This design comes from an exercise in tuning for small area, a short achievable clock period and few clock cycles on the open sky130 flow, not from production work. For this run, only the layout was checked, not whether the RTL still works. No activity file was given, so power comes from the tool's default toggle rates.

## flow/design.v

```verilog
package ebv_pkg;
   localparam int unsigned ModBits     = 32;
   localparam int unsigned DigestBytes = 32;
   localparam int unsigned CountBits   = 6;
   localparam logic [CountBits-1:0] CountMax = 6'd63;
   localparam logic [ModBits-1:0] ModulusReset   = 32'd30803;
   localparam logic [ModBits-1:0] GeneratorReset = 32'd2;
   localparam logic [ModBits-1:0] PublicReset    = 32'd1;
   localparam logic [1:0] RegModulus   = 2'd0;
   localparam logic [1:0] RegGenerator = 2'd1;
   localparam logic [1:0] RegPublic    = 2'd2;
   localparam int unsigned MulK      = 4;
   localparam int unsigned MulCycles = 9;
   localparam int unsigned MontSteps = MulK * MulCycles;
   localparam logic [ModBits-1:0] R2Reset = 32'd27486;
endpackage
module ebv_modmul (
   input  logic        clock,
   input  logic        run,       
   input  logic [3:0]  a_dig,     
   input  logic [32:0] b,
   input  logic [31:0] modulus,
   input  logic [3:0]  pinv,      
   input  logic [3:0]  ab_low,    
   output logic [32:0] res
);
   localparam int W = 40;
   logic [33:0] ss_ff, sc_ff;
   logic [7:0]  lo_ff;            
   logic        ci;
   logic [W-1:0] r_s, r_c, a0, a1, a2, a3, q0, q1, q2, q3;
   logic [W-1:0] e1s, e1c, e2s, e2c, e3s, e3c, es, ec;
   logic [W-1:0] f1s, f1c, f2s, f2c, f3s, f3c, os, oc;
   logic [3:0]  tlow, q;
   logic [7:0]  qfull;
   logic [33:0] sum;
   function automatic logic [2*W-1:0] csa(input logic [W-1:0] x, input logic [W-1:0] y,
                                          input logic [W-1:0] z);
      logic [W-1:0] s, c;
      s = x ^ y ^ z;
      c = {((x & y) | (x & z) | (y & z)), 1'b0};
      csa = {s, c};
   endfunction
   always_comb begin
      ci  = |lo_ff;
      r_s = W'(ss_ff);
      r_c = W'(sc_ff);
      a0  = a_dig[0] ? W'(b)      : '0;
      a1  = a_dig[1] ? W'(b) << 1 : '0;
      a2  = a_dig[2] ? W'(b) << 2 : '0;
      a3  = a_dig[3] ? W'(b) << 3 : '0;
      a1[0] = ci;
      tlow  = ss_ff[3:0] + sc_ff[3:0] + {3'b000, ci} + ab_low;
      qfull = tlow * pinv;
      q     = qfull[3:0];
      q0  = q[0] ? W'(modulus)      : '0;
      q1  = q[1] ? W'(modulus) << 1 : '0;
      q2  = q[2] ? W'(modulus) << 2 : '0;
      q3  = q[3] ? W'(modulus) << 3 : '0;
      {e1s, e1c} = csa(r_s, r_c, a0);
      {e2s, e2c} = csa(a1, a2, a3);
      {e3s, e3c} = csa(e1s, e1c, e2s);
      {es, ec}   = csa(e3s, e3c, e2c);
      {f1s, f1c} = csa(es, ec, q0);
      {f2s, f2c} = csa(q1, q2, q3);
      {f3s, f3c} = csa(f1s, f1c, f2s);
      {os, oc}   = csa(f3s, f3c, f2c);
      sum = ss_ff + sc_ff + {33'd0, ci};
      res = sum[32:0];
   end
   always_ff @(posedge clock) begin
      if (run) begin
         ss_ff <= os[37:4];
         sc_ff <= oc[37:4];
         lo_ff <= {os[3:0], oc[3:0]};
      end else begin
         ss_ff <= '0;
         sc_ff <= '0;
         lo_ff <= '0;
      end
   end
endmodule
module ebv_seq (
   input  logic                              clock,
   input  logic                              reset,
   input  logic [31:0]                       modulus,
   input  logic [31:0]                       generator,
   input  logic [31:0]                       public_value,
   input  logic                              mod_write,
   input  logic                              req_valid,
   output logic                              req_ready,
   input  logic [72:0]                       req_data,
   output logic                              rsp_valid,
   input  logic                              rsp_ready,
   output logic [2:0]                        rsp_data
);
   localparam int C = ebv_pkg::MulCycles;
   localparam logic [4:0] S_IDLE = 5'd0,  S_R2C  = 5'd1,  S_CHK  = 5'd2,  S_LDR2 = 5'd3,
                          S_CVY  = 5'd4,  S_CVR  = 5'd5,  S_CVG  = 5'd6,  S_GSQ  = 5'd7,
                          S_GMUL = 5'd8,  S_GRED = 5'd9,  S_LDY  = 5'd10, S_CVYR = 5'd11,
                          S_YTOP = 5'd12, S_YLD  = 5'd13, S_YSQ  = 5'd14, S_YMUL = 5'd15,
                          S_YRED = 5'd16, S_DONE = 5'd17, S_CMP = 5'd18;
   localparam logic [2:0] A_ACC = 3'd0, A_Y = 3'd1, A_R = 3'd2, A_G = 3'd3, A_ONE = 3'd4,
                          A_BG = 3'd5, A_BY = 3'd6, A_TAB = 3'd7;
   logic [4:0]  state_ff, state_in;
   logic [6:0]  cnt_ff, cnt_in;
   logic [32:0] acc_ff, acc_in;
   logic [32:0] by_ff, br_ff, byr_ff, bg_ff;
   logic [31:0] r2_ff;
   logic [3:0]  pinv_ff, a_dig_ff, a_dig_in, ab_low_ff;
   logic        dirty_ff;
   logic [4:0]  ei_ff, ei_in;
   logic [2:0]  hi_ff, hi_in;
   logic [1:0]  tsel_ff;
   logic        hb_ff, hz_ff, rng_ff, ok_ff;
   logic [ebv_pkg::CountBits-1:0] count_ff;
   logic        run_ff, rv_ff;
   logic [2:0]  out_ff;
   logic [7:0]  h_in;
   logic [31:0] r_in, s_in;
   logic        last_in, in_range, rs_bit, accept;
   logic        mm, mm_last, all_v;
   logic [2:0]  asel_in, asel_cur;
   logic [3:0]  a_mid, a_first;
   logic [32:0] tab, mres, a_src;
   logic [35:0] a_ext;
   logic [33:0] red_x;
   logic [34:0] red_d;
   logic [32:0] red;
   logic [ebv_pkg::CountBits-1:0] count_inc;
   logic        by_we, br_we, byr_we, bg_we, bg_red;
   logic [7:0]  inv8;
   assign h_in    = req_data[72:65];
   assign r_in    = req_data[64:33];
   assign s_in    = req_data[32:1];
   assign last_in = req_data[0];
   assign in_range = (modulus >= 32'd3) && (r_in != 32'd0) && (r_in < modulus) &&
                     (s_in != 32'd0) && (s_in < modulus) &&
                     (s_in != {modulus[31:1], 1'b0});
   assign rs_bit   = r_in[ei_ff] | s_in[ei_ff];
   assign mm = (state_ff == S_CVY) || (state_ff == S_CVR) || (state_ff == S_CVG) ||
               (state_ff == S_GSQ) || (state_ff == S_GMUL) || (state_ff == S_CVYR) ||
               (state_ff == S_YSQ) || (state_ff == S_YMUL);
   assign mm_last = (cnt_ff == 7'(C));
   always_comb begin
      unique case ((state_ff == S_GRED) ? 2'b01 : tsel_ff)
         2'b10:   tab = by_ff;
         2'b01:   tab = br_ff;
         default: tab = byr_ff;
      endcase
   end
   ebv_modmul u_mul (
      .clock   (clock),
      .run     (mm && !mm_last),
      .a_dig   (a_dig_ff),
      .b       (acc_ff),
      .modulus (modulus),
      .pinv    (pinv_ff),
      .ab_low  (ab_low_ff),
      .res     (mres)
   );
   assign inv8 = modulus[7:0] * (8'd2 - modulus[7:0] * modulus[7:0]);
   assign red_x = (state_ff == S_R2C) ? {acc_ff, 1'b0} : {1'b0, acc_ff};
   assign red_d = {1'b0, red_x} - {3'b000, modulus};
   assign red   = red_d[34] ? red_x[32:0] : red_d[32:0];
   assign count_inc = (count_ff < ebv_pkg::CountMax) ? count_ff + 1'b1 : count_ff;
   assign all_v     = run_ff && ok_ff;
   assign req_ready = (state_ff == S_DONE) && !rv_ff;
   assign accept    = req_valid && req_ready;
   assign rsp_valid = rv_ff;
   assign rsp_data  = out_ff;
   always_comb begin
      state_in = state_ff;
      cnt_in   = mm ? (mm_last ? 7'd0 : cnt_ff + 7'd1) : 7'd0;
      acc_in   = acc_ff;
      ei_in    = ei_ff;
      hi_in    = hi_ff;
      by_we = 1'b0; br_we = 1'b0; byr_we = 1'b0; bg_we = 1'b0; bg_red = 1'b0;
      if ((state_ff == S_CHK) || (state_ff == S_LDR2) || (state_ff == S_CVY) ||
          (state_ff == S_CVR)) begin
         if (!h_in[hi_ff] && hi_ff != 3'd0) hi_in = hi_ff - 3'd1;
      end
      if ((state_ff >= S_CHK) && (state_ff <= S_YTOP) && (state_ff != S_GSQ) &&
          (state_ff != S_GMUL)) begin
         if (!rs_bit && ei_ff != 5'd0) ei_in = ei_ff - 5'd1;
      end
      unique case (state_ff)
         S_IDLE: begin
            ei_in = 5'd31;
            hi_in = 3'd7;
            if (dirty_ff) begin
               acc_in   = 33'd1;
               state_in = S_R2C;
            end else if (req_valid) begin
               state_in = S_CHK;
            end
         end
         S_R2C: begin
            acc_in = red;
            cnt_in = cnt_ff + 7'd1;
            if (cnt_ff == 7'(2 * ebv_pkg::MontSteps - 1)) state_in = S_IDLE;
            if (mod_write) state_in = S_IDLE;
         end
         S_CHK: state_in = rng_ff ? S_LDR2 : S_DONE;
         S_LDR2: begin
            acc_in   = {1'b0, r2_ff};
            state_in = S_CVY;
         end
         S_CVY: if (mm_last) begin
            by_we    = 1'b1;
            state_in = S_CVR;
         end
         S_CVR: if (mm_last) begin
            br_we    = 1'b1;
            state_in = S_CVG;
         end
         S_CVG: if (mm_last) begin
            acc_in = mres;
            bg_we  = 1'b1;
            if (hz_ff || hi_ff == 3'd0) state_in = S_GRED;
            else begin
               hi_in    = hi_ff - 3'd1;
               state_in = S_GSQ;
            end
         end
         S_GSQ: if (mm_last) begin
            acc_in = mres;
            if (hb_ff) state_in = S_GMUL;
            else if (hi_ff == 3'd0) state_in = S_GRED;
            else hi_in = hi_ff - 3'd1;
         end
         S_GMUL: if (mm_last) begin
            acc_in = mres;
            if (hi_ff == 3'd0) state_in = S_GRED;
            else begin
               hi_in    = hi_ff - 3'd1;
               state_in = S_GSQ;
            end
         end
         S_GRED: begin
            bg_red   = 1'b1;
            acc_in   = tab;
            state_in = S_CVYR;
         end
         S_CVYR: if (mm_last) begin
            byr_we   = 1'b1;
            state_in = S_YTOP;
         end
         S_YTOP: if (tsel_ff != 2'b00) state_in = S_YLD;
         S_YLD: begin
            acc_in = tab;
            if (ei_ff == 5'd0) state_in = S_YRED;
            else begin
               ei_in    = ei_ff - 5'd1;
               state_in = S_YSQ;
            end
         end
         S_YSQ: if (mm_last) begin
            acc_in = mres;
            if (tsel_ff != 2'b00) state_in = S_YMUL;
            else if (ei_ff == 5'd0) state_in = S_YRED;
            else ei_in = ei_ff - 5'd1;
         end
         S_YMUL: if (mm_last) begin
            acc_in = mres;
            if (ei_ff == 5'd0) state_in = S_YRED;
            else begin
               ei_in    = ei_ff - 5'd1;
               state_in = S_YSQ;
            end
         end
         S_YRED: begin
            acc_in   = red;
            state_in = S_CMP;
         end
         S_CMP: state_in = S_DONE;
         S_DONE: if (accept) state_in = S_IDLE;
         default: state_in = S_IDLE;
      endcase
   end
   function automatic logic [2:0] asel_of(input logic [4:0] st, input logic hz);
      unique case (st)
         S_CVY:   asel_of = A_Y;
         S_CVR:   asel_of = A_R;
         S_CVG:   asel_of = hz ? A_ONE : A_G;
         S_GMUL:  asel_of = A_BG;
         S_CVYR:  asel_of = A_BY;
         S_YMUL:  asel_of = A_TAB;
         default: asel_of = A_ACC;
      endcase
   endfunction
   always_comb begin
      asel_cur = asel_of(state_ff, hz_ff);
      asel_in  = asel_of(state_in, hz_ff);
      unique case (asel_cur)
         A_Y:     a_src = {1'b0, public_value};
         A_R:     a_src = {1'b0, r_in};
         A_G:     a_src = {1'b0, generator};
         A_ONE:   a_src = 33'd1;
         A_BG:    a_src = bg_ff;
         A_BY:    a_src = by_ff;
         A_TAB:   a_src = tab;
         default: a_src = acc_ff;
      endcase
      a_ext   = 36'(a_src) >> 4;
      a_mid   = a_ext[4*cnt_ff[3:0] +: 4];
      unique case (asel_in)
         A_Y:     a_first = public_value[3:0];
         A_R:     a_first = r_in[3:0];
         A_G:     a_first = generator[3:0];
         A_ONE:   a_first = 4'd1;
         A_BG:    a_first = bg_ff[3:0];
         A_BY:    a_first = by_ff[3:0];
         A_TAB:   a_first = tab[3:0];
         default: a_first = acc_in[3:0];
      endcase
      a_dig_in = (cnt_in == 7'd0) ? a_first : a_mid;
   end
   always_ff @(posedge clock) begin
      if (reset) begin
         state_ff <= S_IDLE;
         dirty_ff <= 1'b0;
         r2_ff    <= ebv_pkg::R2Reset;
         count_ff <= '0;
         run_ff   <= 1'b1;
         rv_ff    <= 1'b0;
      end else begin
         state_ff <= state_in;
         if (mod_write) dirty_ff <= 1'b1;
         else if (state_ff == S_R2C && state_in == S_IDLE) dirty_ff <= 1'b0;
         if (state_ff == S_R2C && cnt_ff == 7'(2 * ebv_pkg::MontSteps - 1)) r2_ff <= red[31:0];
         if (rv_ff && rsp_ready) rv_ff <= 1'b0;
         if (accept) begin
            rv_ff <= 1'b1;
            if (last_in) begin
               count_ff <= '0;
               run_ff   <= 1'b1;
            end else begin
               count_ff <= count_inc;
               run_ff   <= all_v;
            end
         end
      end
      cnt_ff   <= cnt_in;
      acc_ff   <= acc_in;
      a_dig_ff <= a_dig_in;
      ab_low_ff <= a_dig_in * acc_in[3:0];
      pinv_ff  <= 4'd0 - inv8[3:0];
      ei_ff    <= ei_in;
      hi_ff    <= hi_in;
      tsel_ff  <= {r_in[ei_ff], s_in[ei_ff]};
      hb_ff    <= h_in[hi_ff];
      hz_ff    <= (hi_ff == 3'd0) && !h_in[0];
      rng_ff   <= in_range;
      if (br_we) br_ff <= mres;
      if (by_we) by_ff <= mres;
      if (byr_we) byr_ff <= mres;
      if (bg_we) bg_ff <= mres;
      else if (bg_red) bg_ff <= red;
      if (state_ff == S_CHK && !rng_ff) ok_ff <= 1'b0;
      if (state_ff == S_CMP) ok_ff <= (acc_ff == bg_ff);
      if (accept) begin
         out_ff[2] <= ok_ff;
         out_ff[0] <= last_in;
         out_ff[1] <= last_in ? (all_v && (count_inc == ebv_pkg::CountBits'(ebv_pkg::DigestBytes)))
                              : all_v;
      end
   end
endmodule
module elgamal_byte_verifier_top (
   input  logic                              clock,
   input  logic                              reset,
   input  logic                              req_valid,
   output logic                              req_ready,
   input  logic [72:0]                       req_data,
   output logic                              rsp_valid,
   input  logic                              rsp_ready,
   output logic [2:0]                        rsp_data,
   input  logic                              psel,
   input  logic                              penable,
   input  logic                              pwrite,
   input  logic [3:0]                        paddr,
   input  logic [31:0]                       pwdata,
   output logic [31:0]                       prdata,
   output logic                              pready
);
   logic [ebv_pkg::ModBits-1:0] mod_ff, gen_ff, pub_ff;
   logic                        wr_en;
   assign pready = 1'b1;
   assign wr_en  = psel && penable && pwrite && (paddr[1:0] == 2'b00);
   always_ff @(posedge clock) begin
      if (reset) begin
         mod_ff <= ebv_pkg::ModulusReset;
         gen_ff <= ebv_pkg::GeneratorReset;
         pub_ff <= ebv_pkg::PublicReset;
      end else if (wr_en) begin
         if (paddr[3:2] == ebv_pkg::RegModulus)   mod_ff <= pwdata;
         if (paddr[3:2] == ebv_pkg::RegGenerator) gen_ff <= pwdata;
         if (paddr[3:2] == ebv_pkg::RegPublic)    pub_ff <= pwdata;
      end
   end
   always_comb begin
      unique case (paddr[3:2])
         ebv_pkg::RegModulus:   prdata = mod_ff;
         ebv_pkg::RegGenerator: prdata = gen_ff;
         ebv_pkg::RegPublic:    prdata = pub_ff;
         default:               prdata = '0;
      endcase
   end
   ebv_seq u_seq (
      .clock        (clock),
      .reset        (reset),
      .modulus      (mod_ff),
      .generator    (gen_ff),
      .public_value (pub_ff),
      .mod_write    (wr_en && !reset && (paddr[3:2] == ebv_pkg::RegModulus)),
      .req_valid    (req_valid),
      .req_ready    (req_ready),
      .req_data     (req_data),
      .rsp_valid    (rsp_valid),
      .rsp_ready    (rsp_ready),
      .rsp_data     (rsp_data)
   );
endmodule
```

## flow/run.sh

```bash
#!/bin/bash
# synth_recipe.tcl (not shown) runs the flow's synth.tcl, then flattens the netlist and writes it again
# the make line also repeats each setting of config.mk as NAME=value (left out here)
make -C /OpenROAD-flow-scripts/flow DESIGN_CONFIG=/design/flow/config.mk WORK_HOME=/design/flow/orfs CLKGATE_MAP_FILE= SYNTH_SCRIPT=/design/flow/synth_recipe.tcl finish
```

## flow/config.mk

```make
export PLATFORM = sky130hd
export DESIGN_NAME = elgamal_byte_verifier_top
export DESIGN_NICKNAME = elgamal_byte_verifier_top
export VERILOG_FILES = /design/flow/design.v
export SDC_FILE = /design/flow/constraint.sdc
export NUM_CORES = 4
export LEC_CHECK = 0
export CAP_MARGIN = 20
export CORE_MARGIN = 2
export CORE_UTILIZATION = 40
export SLEW_MARGIN = 20
```

## flow/constraint.sdc

```tcl
create_clock -name core_clock -period 8.0 [get_ports {clock}]
set_input_delay 1.6000 -clock core_clock [delete_from_list [all_inputs] [get_ports {clock}]]
set_output_delay 1.6000 -clock core_clock [all_outputs]
set_load 0.01 [all_outputs]
```

==> results.txt <==
cells in the final DEF (no fill, tap or decap), types with 40 or more instances in the layout:
cell type	instances
xnor2_1	61
a21o_1	54
and2_1	256
edfxtp_1	165
dfxtp_1	248
nand3_1	46
nand2_1	452
ha_1	164
inv_1	347
clkbuf_16	55
buf_4	78
a21oi_1	223
a22oi_1	61
nor2_1	191
fa_1	263
o21ai_0	166
mux2_2	40
clkdlybuf4s50_1	150
mux2i_1	56
how the worst max path moves through the flow:
stage	start	end	slack (ps)
3_5_place_dp	u_seq.state_ff[4]	u_seq.ab_low_ff[3]	1570
3_3_place_gp	u_seq.state_ff[4]	u_seq.ab_low_ff[3]	1570
2_1_floorplan	u_seq.state_ff[2]	u_seq.ab_low_ff[3]	2000
5_1_grt	u_seq.state_ff[4]	u_seq.ab_low_ff[3]	1070
6_report	u_seq.state_ff[4]	u_seq.ab_low_ff[3]	1390
4_1_cts	u_seq.state_ff[4]	u_seq.ab_low_ff[3]	1520
cell type report:
class	instances	area, um2	share of cell area, %
antenna	7	17.5	0.0457
clock buffer	73	1510	3.95
clock inverter	23	303	0.790
inverter	351	1320	3.44
multi-input combinational	2704	21700	56.7
sequential	416	9980	26.0
tap	1080	1350	3.52
timing repair buffer	231	2130	5.56
power breakdown:
group	total [mW]	leakage [nW]	internal, mW	switching, mW
registers	3.07	3.55	2.57	0.499
clock network	2.54	0.888	1.52	1.02
logic	13.1	10.5	5.09	8.03
total	18.7	15.0	9.18	9.55
layer usage:
layer | GRT usage, % | share of wire (%) | up-vias
met2 | 46.8 | 43 | 1971
met5 | 0.567 | 0.073 | -
met3 | 9.26 | 12 | 442
li1 | - | - | 13000
met1 | 41.9 | 40 | 14900
met4 | 15.3 | 5.4 | 8
synthesized netlist by cell type (all sizes together), types with 13 or more instances:
cell type / n
and2: 260
nor4: 32
fa: 263
nand2b: 28
mux4: 25
o21ai: 173
clkbuf: 145
nand4: 37
nor3: 48
a21o: 54
o211a: 13
buf: 47
o211ai: 36
nor2b: 22
nor2: 196
o21a: 26
edfxtp: 165
a21oi: 225
a22oi: 61
nand3: 47
nand2: 454
xnor2: 61
and3: 22
a221o: 13
xor2: 35
a221oi: 29
a31oi: 22
mux2: 40
mux2i: 56
dfxtp: 251
a222oi: 34
ha: 166
a211oi: 34
inv: 349
kinds of logic after synthesis:
logic type | after synthesis
AND/OR/NAND/NOR | 1213
AO/OA/AOI/OAI | 843
buffers and inverters | 543
adder cells (fa/ha/maj) | 429
flip-flops | 416
multiplexers | 121
XOR/XNOR | 97
other | 1
per-stage QoR:
step	hold slack, ps	util (%)	power, mW	setup slack (ps)
floorplan	377	-	12.1	2000
global placement	464	43.6	16.0	1570
detailed placement	469	43.7	16.1	1570
CTS	478	45.8	18.7	1520
global route	511	45.9	20.6	1070
finish	474	45.9	18.7	1390
worst max-delay path, delay by kind of cell, from the launching register on:
family / cells / cell delay, ps
simple gates: 7 / 1470
compound gates: 5 / 1410
fa+ha+maj: 4 / 1140
buf+inv: 5 / 1020
xor+xnor: 4 / 800
flops: 1 / 310
mux: 1 / 300
registers in the layout (all words and copies together), names as in the netlist, 6 cells and up:
signal and count:
u_seq.r2_ff 32, u_seq.count_ff 6, u_seq.by_ff 33, u_seq.u_mul.sc_ff 34
u_seq.byr_ff 33, u_seq.u_mul.ss_ff 34, u_seq.bg_ff 33, u_seq.br_ff 33
mod_ff 32, u_seq.acc_ff 33, gen_ff 32, pub_ff 32
u_seq.cnt_ff 7
==> impl_metrics.yaml <==
placement:
  post-place-cells: 4781
  place.gp.congestion: 1.03
  placed_cell_area_mm2: 0.0365
  detailed_place_hpwl_um: 103000
  numPortBuffers: 152
worst_setup_path:
  r2r_cells: 26
  end_kind: "register"
  r2r_slack_ps: 1390
  cpPeakStageDelay_ps: 460
  reg2reg_to: "u_seq.ab_low_ff[3]"
  cp_max_fo: 32
  crit_path_start_kind: "register"
  crit_required_ps: 8520
  crit_path_top_delay_cell: "nand2_2"
  crit_top_cell: "ha_1"
  critical_path_class: "reg -> reg"
  critPathArrivalTime_ps: 7130
  r2r_start: "u_seq.state_ff[4]"
floorplan:
  die_w_um: 294
  ios: 154
  core-area_mm2: 0.0836
  die_area_mm2: 0.0866
  start_util_pct: 40.4
  fp.dieH_um: 294
  core.rowCount: 106
drt:
  drt_iter0_drc: 4173
  via_per_inst: 6.21
  vias: 30300
  post_drt_wl_per_cell_um: 28.2
  drcViolationCount: 0
  first_pass_iters: 10
  detail-route-antenna-nets: 0
  routed_wl_um: 138000
clock_network:
  cts_tree: "done"
  numCtsBuffers: 51
  cts-root-buf: "clkbuf_16"
  clk_path_buf_depth: 3
  numClockSinks: 416
  clkTransAtPathRegs_ps: 60
  cts_hold_buf: 0
  clkLatencyLatePin_ps: 630
  cts_resized: 0
  cts.htree.levels: 2
  postCtsSetupBuffers: 0
synth:
  synth_top_family_by_area: "adder cells"
  ys_types: 113
  synth_fa_ha_area_share_pct: 21.8
  synthArstFlopShare_pct: 0
  synth_area_leader_cell: "fa_1"
  synth_xor_area_share_pct: 2.56
  yosysTopAreaCellShare_pct: 15.6
  synth-edff-count: 165
  synthTopCellsByArea: "fa_1 (16%), dfxtp_1 (15%), edfxtp_1 (15%), ha_1 (6.2%), nand2_1 (5.0%)"
  seq_area_frac_synth_pct: 29.6
  synthSimpleGateAreaFrac_pct: 17.9
  yosysWarnings: 3
  synthCells: 3663
  netlist_area_mm2: 0.0337
  synth-compound-area-share_pct: 17.1
  syn_nets: 4208
  synthMuxAreaShare_pct: 4.67
  synthFlopType: "dfxtp_1"
  avgSynthCellArea_um2: 9.21
  ys_seq_elements: 416
timing:
  finalSetupViolations: 0
  slew_violations: 0
  worst_pin_slew_ps: 1180
  finalHoldViolCount: 0
  rsz0062_at_grt: "no"
  fin_crit_ps: 6610
  finalClockSkew_ps: 38.4
  setup_tns_ps: 0
  fin_crit_sh_pct: 82.7
  max_freq_ghz: 0.151
  slew-limit-headroom_pct: 20.9
hold_path:
  whs_endpoint: "u_seq.count_ff[1]"
  hold_path.class: "reg -> reg"
  whs_path_depth: 2
  worstHoldStart: "u_seq.count_ff[1]"
run_status:
  status: "finished clean"
final_layout:
  synthToLayoutAreaGrowth_pct: 13.7
  layout-drive-gt1-share_pct: 8.16
  stdcell_count: 4885
  finalNetCount: 4300
  stdcell_area_mm2: 0.0384
  fillers: 8093
pwr:
  irDropWorstVdd_mv: 0.611
  powerDensity_mw_per_mm2: 488
  leakage_nw: 15.0
global_routing:
  grt_overflow: 0
  grt_pass1_vias: 28900
  track_usage_pct: 31.5
  antenna_found_initial: 11
  grt_max_degree: 74
  grt_pass1_wl_um: 199000
run:
  maxCapViolCount: 0

re-timing with driven ports:
In the flow no input, the clock included, has a driving cell. The finished layout below was timed again as built, in two steps. Step 1 assumes that a clkbuf_16 drives the clock port and a buf_2 every other input. Step 2 times the ports against the registers' clock, not the clock port: input delays grow and output delays shrink by t, the midpoint of the rising clock arrivals with the driver on. a / b / c = ideal ports / drivers / drivers and shift; a / b = the first two.
shift t [ns]: 0.681
setup slack, ns: 1.387 / 1.387 / 1.387
worst hold slack (ns): 0.474 / 0.474 / 0.474
worst register clock-pin slew, ns: 0.07 / 0.07
cell pins on the clock port's net: 1
After both steps this run still meets setup and hold. The setup slack of this run moves by 0.000 ns with the drivers and by 0.000 ns with both steps.
